Context: an optimization exercise on an open-source flow, tuned for small area. The choices shown serve that exercise and are no tape-out recipe.
The RTL was checked by simulation tests, not by an equivalence proof against the original design.
Power is estimated from default activity; no workload was simulated.

==> job 5631: inputs <==
==> flow/design.v <==
module tm_ao22 (input logic a, b, c, d, output logic y);
   assign y = (a & b) | (c & d);
endmodule
module tm_ao222 (input logic a, b, c, d, e, f, output logic y);
   assign y = (a & b) | (c & d) | (e & f);
endmodule
module tm_aoi222 (input logic a, b, c, d, e, f, output logic y);
   assign y = ~((a & b) | (c & d) | (e & f));
endmodule
module tm_nand3b (input logic an, b, c, output logic y);
   assign y = ~(~an & b & c);
endmodule
module tm_nand2 (input logic a, b, output logic y);
   assign y = ~(a & b);
endmodule
module tm_nor2 (input logic a, b, output logic y);
   assign y = ~(a | b);
endmodule
module tm_and2 (input logic a, b, output logic y);
   assign y = a & b;
endmodule
module tm_inv (input logic a, output logic y);
   assign y = ~a;
endmodule
module tm_oai21 (input logic a1, a2, b1, output logic y);
   assign y = ~((a1 | a2) & b1);
endmodule
module tm_rd8 (input logic [7:0] s, input logic [7:0] x, output logic y);
   logic n0, n1, t67;
   tm_aoi222 u_0 (.a(s[0]), .b(x[0]), .c(s[1]), .d(x[1]), .e(s[2]), .f(x[2]), .y(n0));
   tm_aoi222 u_1 (.a(s[3]), .b(x[3]), .c(s[4]), .d(x[4]), .e(s[5]), .f(x[5]), .y(n1));
   tm_ao22   u_2 (.a(s[6]), .b(x[6]), .c(s[7]), .d(x[7]), .y(t67));
   tm_nand3b u_3 (.an(t67), .b(n0), .c(n1), .y(y));
endmodule
module tm_ao21 (input logic a1, a2, b1, output logic y);
   assign y = (a1 & a2) | b1;
endmodule
module tm_cmp #(
   parameter bit INV1 = 1'b0
) (
   input  logic [31:0] a1,
   input  logic [31:0] b1,
   input  logic        c1,
   output logic        c32
);
   logic [32:0] w_c;     
   logic [32:0] w_c0;    
   logic [32:0] w_c1;    
   assign w_c[1] = c1;
   for (genvar k = 1; k < 10; k++) begin : g_b0
      tm_oai21 u_c (.a1(a1[k]), .a2(w_c[k]), .b1(b1[k]), .y(w_c[k+1]));
   end
   for (genvar k = 10; k < 32; k++) begin : g_b12
      if (k == 10 || k == 20) begin : g_start
         tm_inv u_0 (.a(INV1 ? b1[k] : a1[k]), .y(w_c0[k+1]));
         tm_inv u_1 (.a(INV1 ? a1[k] : b1[k]), .y(w_c1[k+1]));
      end else begin : g_next
         tm_oai21 u_0 (.a1(a1[k]), .a2(w_c0[k]), .b1(b1[k]), .y(w_c0[k+1]));
         tm_oai21 u_1 (.a1(a1[k]), .a2(w_c1[k]), .b1(b1[k]), .y(w_c1[k+1]));
      end
   end
   if (INV1) begin : g_sel_n
      tm_ao21 u_s1 (.a1(w_c0[20]), .a2(w_c[10]), .b1(w_c1[20]), .y(w_c[20]));
      tm_ao21 u_s2 (.a1(w_c0[32]), .a2(w_c[20]), .b1(w_c1[32]), .y(c32));
   end else begin : g_sel_p
      tm_ao21 u_s1 (.a1(w_c1[20]), .a2(w_c[10]), .b1(w_c0[20]), .y(w_c[20]));
      tm_ao21 u_s2 (.a1(w_c1[32]), .a2(w_c[20]), .b1(w_c0[32]), .y(c32));
   end
endmodule
module tm_lookup #(
   parameter int NT = 8,
   parameter int AW = 32
) (
   input  logic [NT*AW-1:0] base,     
   input  logic [NT*AW-1:0] limit,    
   input  logic [NT-1:0]    sel,
   input  logic [AW-1:0]    addr,
   output logic             hit
);
   logic [AW-1:0] w_sb, w_sl, w_an;
   logic [AW-1:0] w_ab, w_bb, w_al, w_bl;    
   logic          w_cb1, w_cl1, w_hb, w_hln;
   for (genvar k = 0; k < AW; k++) begin : g_bit
      logic [NT-1:0] xb, xl;
      for (genvar t = 0; t < NT; t++) begin : g_t
         assign xb[t] = base[t*AW+k];
         assign xl[t] = limit[t*AW+k];
      end
      tm_rd8 u_rb (.s(sel), .x(xb), .y(w_sb[k]));
      tm_rd8 u_rl (.s(sel), .x(xl), .y(w_sl[k]));
      if (k == 0) begin : g_first
         tm_nor2  u_cb (.a(w_sb[k]), .b(addr[k]), .y(w_cb1));
         tm_nand2 u_cl (.a(addr[k]), .b(w_sl[k]), .y(w_cl1));
         assign w_ab[k] = 1'b0;
         assign w_bb[k] = 1'b0;
         assign w_al[k] = 1'b0;
         assign w_bl[k] = 1'b0;
      end else if (k % 2 == 0) begin : g_even
         tm_inv   u_an (.a(addr[k]), .y(w_an[k]));
         tm_nor2  u_gb (.a(w_sb[k]), .b(w_an[k]), .y(w_ab[k]));
         tm_nand2 u_pb (.a(w_sb[k]), .b(w_an[k]), .y(w_bb[k]));
         tm_nor2  u_pl (.a(w_an[k]), .b(w_sl[k]), .y(w_al[k]));
         tm_nand2 u_gl (.a(w_an[k]), .b(w_sl[k]), .y(w_bl[k]));
      end else begin : g_odd
         tm_nor2  u_pb (.a(w_sb[k]), .b(addr[k]), .y(w_ab[k]));
         tm_nand2 u_gb (.a(w_sb[k]), .b(addr[k]), .y(w_bb[k]));
         tm_nor2  u_gl (.a(addr[k]), .b(w_sl[k]), .y(w_al[k]));
         tm_nand2 u_pl (.a(addr[k]), .b(w_sl[k]), .y(w_bl[k]));
      end
   end
   tm_cmp #(.INV1(1'b0)) u_cb (.a1(w_ab), .b1(w_bb), .c1(w_cb1), .c32(w_hb));
   tm_cmp #(.INV1(1'b1)) u_cl (.a1(w_al), .b1(w_bl), .c1(w_cl1), .c32(w_hln));
   assign hit = w_hb & ~w_hln;
endmodule
module thread_mmu #(
   parameter int NUM_TRD = 8,
   parameter int TRD_W   = 3,
   parameter int AW      = 32
) (
   input  logic             clk,
   input  logic             rst_n,
   input  logic [AW-1:0]    i_addr,
   input  logic [TRD_W-1:0] i_trd,
   input  logic             i_rd,
   input  logic [AW-1:0]    d_addr,
   input  logic [TRD_W-1:0] d_trd,
   input  logic             d_rd,
   input  logic             d_wr,
   output logic             i_segfault,
   output logic             d_segfault,
   input  logic             i_fill_req,
   input  logic             d_fill_req,
   input  logic             d_fill_wr,
   output logic             i_fill_done,
   output logic             d_fill_done,
   output logic             fill_err,
   input  logic             cfg_we,
   input  logic             cfg_side,
   input  logic [TRD_W-1:0] cfg_trd,
   input  logic [AW-1:0]    cfg_base,
   input  logic [AW-1:0]    cfg_limit,
   input  logic             ready,
   input  logic             tx_done,
   output logic [1:0]       mem_op,
   output logic [63:0]      cpu_addr
);
   logic [NUM_TRD*AW-1:0] w_ib, w_il, w_db, w_dl;
   logic                  r_v0_i, r_v0_d;
   logic [AW-1:0]         w_wb, w_wl;    
   assign w_wb = cfg_base  ^ 32'hAAAA_AAAB;
   assign w_wl = cfg_limit ^ 32'hAAAA_AAAB;
   for (genvar t = 0; t < NUM_TRD; t++) begin : g_trd
      logic          w_we_i, w_we_d, w_hold_i, w_hold_d;
      logic [AW-1:0] r_ib, r_il, r_db, r_dl;
      logic [AW-1:0] w_ib_d, w_il_d, w_db_d, w_dl_d;
      assign w_we_i   = cfg_we & ~cfg_side & (cfg_trd == TRD_W'(t));
      assign w_we_d   = cfg_we &  cfg_side & (cfg_trd == TRD_W'(t));
      assign w_hold_i = ~w_we_i;
      assign w_hold_d = ~w_we_d;
      for (genvar k = 0; k < AW; k++) begin : g_bit
         tm_ao22 u_ib (.a(r_ib[k]), .b(w_hold_i), .c(w_wb[k]),      .d(w_we_i), .y(w_ib_d[k]));
         tm_ao22 u_il (.a(r_il[k]), .b(w_hold_i), .c(w_wl[k]),     .d(w_we_i), .y(w_il_d[k]));
         tm_ao22 u_db (.a(r_db[k]), .b(w_hold_d), .c(w_wb[k]),      .d(w_we_d), .y(w_db_d[k]));
         tm_ao22 u_dl (.a(r_dl[k]), .b(w_hold_d), .c(w_wl[k]),     .d(w_we_d), .y(w_dl_d[k]));
      end
      always_ff @(posedge clk) begin
         r_ib[AW-2:0] <= w_ib_d[AW-2:0];
         r_il[AW-2:0] <= w_il_d[AW-2:0];
         r_db[AW-2:0] <= w_db_d[AW-2:0];
         r_dl[AW-2:0] <= w_dl_d[AW-2:0];
      end
      if (t == 0) begin : g_t0
         always_ff @(posedge clk) begin
            r_ib[AW-1] <= w_ib_d[AW-1];
            r_il[AW-1] <= w_il_d[AW-1];
            r_db[AW-1] <= w_db_d[AW-1];
            r_dl[AW-1] <= w_dl_d[AW-1];
         end
         always_ff @(posedge clk or negedge rst_n) begin
            if (!rst_n) begin
               r_v0_i <= 1'b0;
               r_v0_d <= 1'b0;
            end else begin
               r_v0_i <= r_v0_i | w_we_i;
               r_v0_d <= r_v0_d | w_we_d;
            end
         end
      end else begin : g_tn
         always_ff @(posedge clk or negedge rst_n) begin
            if (!rst_n) begin
               r_ib[AW-1] <= 1'b0;
               r_il[AW-1] <= 1'b1;
               r_db[AW-1] <= 1'b0;
               r_dl[AW-1] <= 1'b1;
            end else begin
               r_ib[AW-1] <= w_ib_d[AW-1];
               r_il[AW-1] <= w_il_d[AW-1];
               r_db[AW-1] <= w_db_d[AW-1];
               r_dl[AW-1] <= w_dl_d[AW-1];
            end
         end
      end
      assign w_ib[t*AW +: AW] = r_ib;
      assign w_il[t*AW +: AW] = r_il;
      assign w_db[t*AW +: AW] = r_db;
      assign w_dl[t*AW +: AW] = r_dl;
   end
   logic [NUM_TRD-1:0] w_i_sel, w_d_sel;
   logic               w_i_cmp, w_d_cmp, w_i_in, w_d_in;
   for (genvar t = 0; t < NUM_TRD; t++) begin : g_sel
      assign w_i_sel[t] = (i_trd == TRD_W'(t));
      assign w_d_sel[t] = (d_trd == TRD_W'(t));
   end
   tm_lookup #(.NT(NUM_TRD), .AW(AW)) u_i_look (
      .base(w_ib), .limit(w_il), .sel(w_i_sel), .addr(i_addr), .hit(w_i_cmp));
   tm_lookup #(.NT(NUM_TRD), .AW(AW)) u_d_look (
      .base(w_db), .limit(w_dl), .sel(w_d_sel), .addr(d_addr), .hit(w_d_cmp));
   assign w_i_in = (w_i_sel[0] & ~r_v0_i) ? (i_addr[AW-1:9] == 23'h80)  : w_i_cmp;
   assign w_d_in = (w_d_sel[0] & ~r_v0_d) ? (d_addr[AW-1:8] == 24'h102) : w_d_cmp;
   assign i_segfault = i_rd & ~w_i_in;
   assign d_segfault = (d_rd | d_wr) & ~w_d_in;
   typedef enum logic [1:0] {ST_IDLE, ST_ISSUE, ST_WAIT, ST_DONE} state_t;
   state_t        r_state, w_nxt;
   logic          r_side, r_last_d, r_err;
   logic          r_i_done, r_d_done, r_fill_err;
   logic [1:0]    r_op;
   logic [AW-1:0] r_addr, w_addr_d;
   logic          w_i_pend, w_d_pend, w_grant, w_gnt_d, w_sel_valid;
   logic          w_ld_i, w_ld_d, w_ld_n;
   assign w_i_pend    = i_fill_req & ~r_i_done;
   assign w_d_pend    = d_fill_req & ~r_d_done;
   assign w_grant     = (r_state == ST_IDLE) & (w_i_pend | w_d_pend);
   assign w_gnt_d     = w_d_pend & (~w_i_pend | ~r_last_d);
   assign w_sel_valid = w_gnt_d ? w_d_in : w_i_in;
   always_comb begin
      w_nxt = r_state;
      case (r_state)
         ST_IDLE:  if (w_i_pend || w_d_pend) begin
                      if (w_sel_valid) w_nxt = ST_ISSUE;
                      else             w_nxt = ST_DONE;
                   end
         ST_ISSUE: if (ready) w_nxt = ST_WAIT;
         ST_WAIT:  if (tx_done) w_nxt = ST_DONE;
         default:  w_nxt = ST_IDLE;
      endcase
   end
   assign w_ld_d = w_grant & w_sel_valid & w_gnt_d;
   assign w_ld_i = w_grant & w_sel_valid & ~w_gnt_d;
   assign w_ld_n = ~(w_grant & w_sel_valid);
   for (genvar k = 0; k < AW; k++) begin : g_addr
      tm_ao222 u_a (.a(r_addr[k]), .b(w_ld_n), .c(d_addr[k]), .d(w_ld_d), .e(i_addr[k]),
                    .f(w_ld_i), .y(w_addr_d[k]));
   end
   always_ff @(posedge clk or negedge rst_n) begin
      if (!rst_n) begin
         r_state    <= ST_IDLE;
         r_side     <= 1'b0;
         r_last_d   <= 1'b0;
         r_err      <= 1'b0;
         r_op       <= 2'b00;
         r_addr     <= '0;
         r_i_done   <= 1'b0;
         r_d_done   <= 1'b0;
         r_fill_err <= 1'b0;
      end else begin
         r_state    <= w_nxt;
         r_addr     <= w_addr_d;
         r_i_done   <= (r_state == ST_DONE) && !r_side;
         r_d_done   <= (r_state == ST_DONE) && r_side;
         r_fill_err <= (r_state == ST_DONE) && r_err;
         if (w_grant) begin
            r_side   <= w_gnt_d;
            r_last_d <= w_gnt_d;
            r_op     <= (w_gnt_d && d_fill_wr) ? 2'b11 : 2'b01;
            r_err    <= !w_sel_valid;
         end
      end
   end
   assign mem_op      = (r_state == ST_ISSUE) ? r_op : 2'b00;
   assign cpu_addr    = {{(64-AW){1'b0}}, r_addr};
   assign i_fill_done = r_i_done;
   assign d_fill_done = r_d_done;
   assign fill_err    = r_fill_err;
endmodule
==> flow/flow/run.sh <==
#!/bin/bash
# The standard layout (standard.sh, with the standard synthesis unchanged), with:
#  - port buffers as buf_1 cells (buffer_ports -buffer_cell),
#  - CTS with larger sink clusters and no dummy loads.
# The make output goes to standard_flow.log; each ORFS step keeps its own log under orfs/logs.
set -euo pipefail
bash standard.sh \
  BUFFER_PORTS_ARGS="-buffer_cell sky130_fd_sc_hd__buf_1" \
  CTS_ARGS="-sink_clustering_enable -repair_clock_nets -sink_clustering_size 25 -sink_clustering_max_diameter 80 -buf_list sky130_fd_sc_hd__clkbuf_16 -dont_use_dummy_load" \
  finish > standard_flow.log 2>&1
==> flow/standard.sh <==
#!/bin/bash
# synth_recipe.tcl (not shown) runs the flow's synth.tcl, then flattens the netlist and writes it again
# the make line also repeats each setting of config.mk as NAME=value (left out here)
make -C /OpenROAD-flow-scripts/flow DESIGN_CONFIG=/design/flow/config.mk WORK_HOME=/design/flow/orfs CLKGATE_MAP_FILE= SYNTH_SCRIPT=/design/flow/synth_recipe.tcl "${@:-finish}"
==> flow/config.mk <==
export PLATFORM = sky130hd
export DESIGN_NAME = thread_mmu
export DESIGN_NICKNAME = thread_mmu
export VERILOG_FILES = /design/flow/design.v
export SDC_FILE = /design/flow/constraint.sdc
export NUM_CORES = 4
export LEC_CHECK = 0
export CAP_MARGIN = 0
export CORE_MARGIN = 2
export CORE_UTILIZATION = 60
export PLACE_DENSITY = 0.7
export SLEW_MARGIN = 0
export SYNTH_HIERARCHICAL = 1
==> flow/constraint.sdc <==
create_clock -name core_clock -period 7.0 [get_ports {clk}]
set_input_delay 1.4000 -clock core_clock [delete_from_list [all_inputs] [get_ports {clk}]]
set_output_delay 1.4000 -clock core_clock [all_outputs]
set_load 0.01 [all_outputs]
==> inputs of job 7729, as changes to job 5631 <==
- CORE_UTILIZATION: 60 -> 40
- PLACE_DENSITY: 0.7 -> 0.6
==> run notes <==
item                                                               job 7729           job 5631
Outcome                                    no timing/DRC/antenna violations  no timing/DRC/antenna violations
Critical-path top delay cell                                        o21ai_1           a222oi_1
Clock group total power                                             3.32 mW            3.17 mW
Max-slew headroom                                                     0.196              0.191
Area growth from synthesis to final layout                            12.9%              10.9%
Design area                                                    44,300 sq um       43,500 sq um
Worst reg2reg path startpoint                              g_trd[3].r_il[1]   g_trd[0].r_il[1]
Critical path's largest stage delay                                 0.37 ns            0.39 ns
Well Taps                                                             1,276                855
Routed wl met2                                                    67,000 um          63,500 um
Layout clock buffers                                                     53                 50
Starting utilization of the core area                                 0.405              0.608
Highest layer used for signal routing                                  met4               met5
R2R Path End                                                      r_addr[2]          r_addr[1]
Hold-critical path endpoint                                        r_i_done  g_trd[3].r_dl[17]
Antenna violations before repair                                          2                  1
Final weighted congestion in routability-driven placement             0.840              0.927
Depth of the worst register-to-register path                             22                 23

-- separate check: timing with driven ports --
The flow's constraints put no driver on any port. The routed layouts listed below were extracted and timed again, unchanged, in two steps.
Step 1: set_driving_cell puts a clkbuf_16 on clk and a buf_2 on each other input, an assumption about the parent block.
Step 2 moves the port delays by t, midway between the first and last clock arrival at a register: inputs arrive t later, outputs are due t later. That takes back most of the time a late clock gives input paths.
Slacks: ideal / step 1 / step 2; pairs: ideal / step 1.
run | t (ns) | slack for setup (ns) | worst register clock-pin slew, ns
job 5631 | 0.697 | 0.132 / 0.112 / 0.112 | 0.10 / 0.10
job 7729 | 0.721 | 0.123 / 0.034 / 0.034 | 0.10 / 0.10
After both steps setup and hold are still met in every run listed. For job 7729, which loses most, drivers alone change the setup slack by -0.089 ns; drivers and shift together by -0.089 ns.
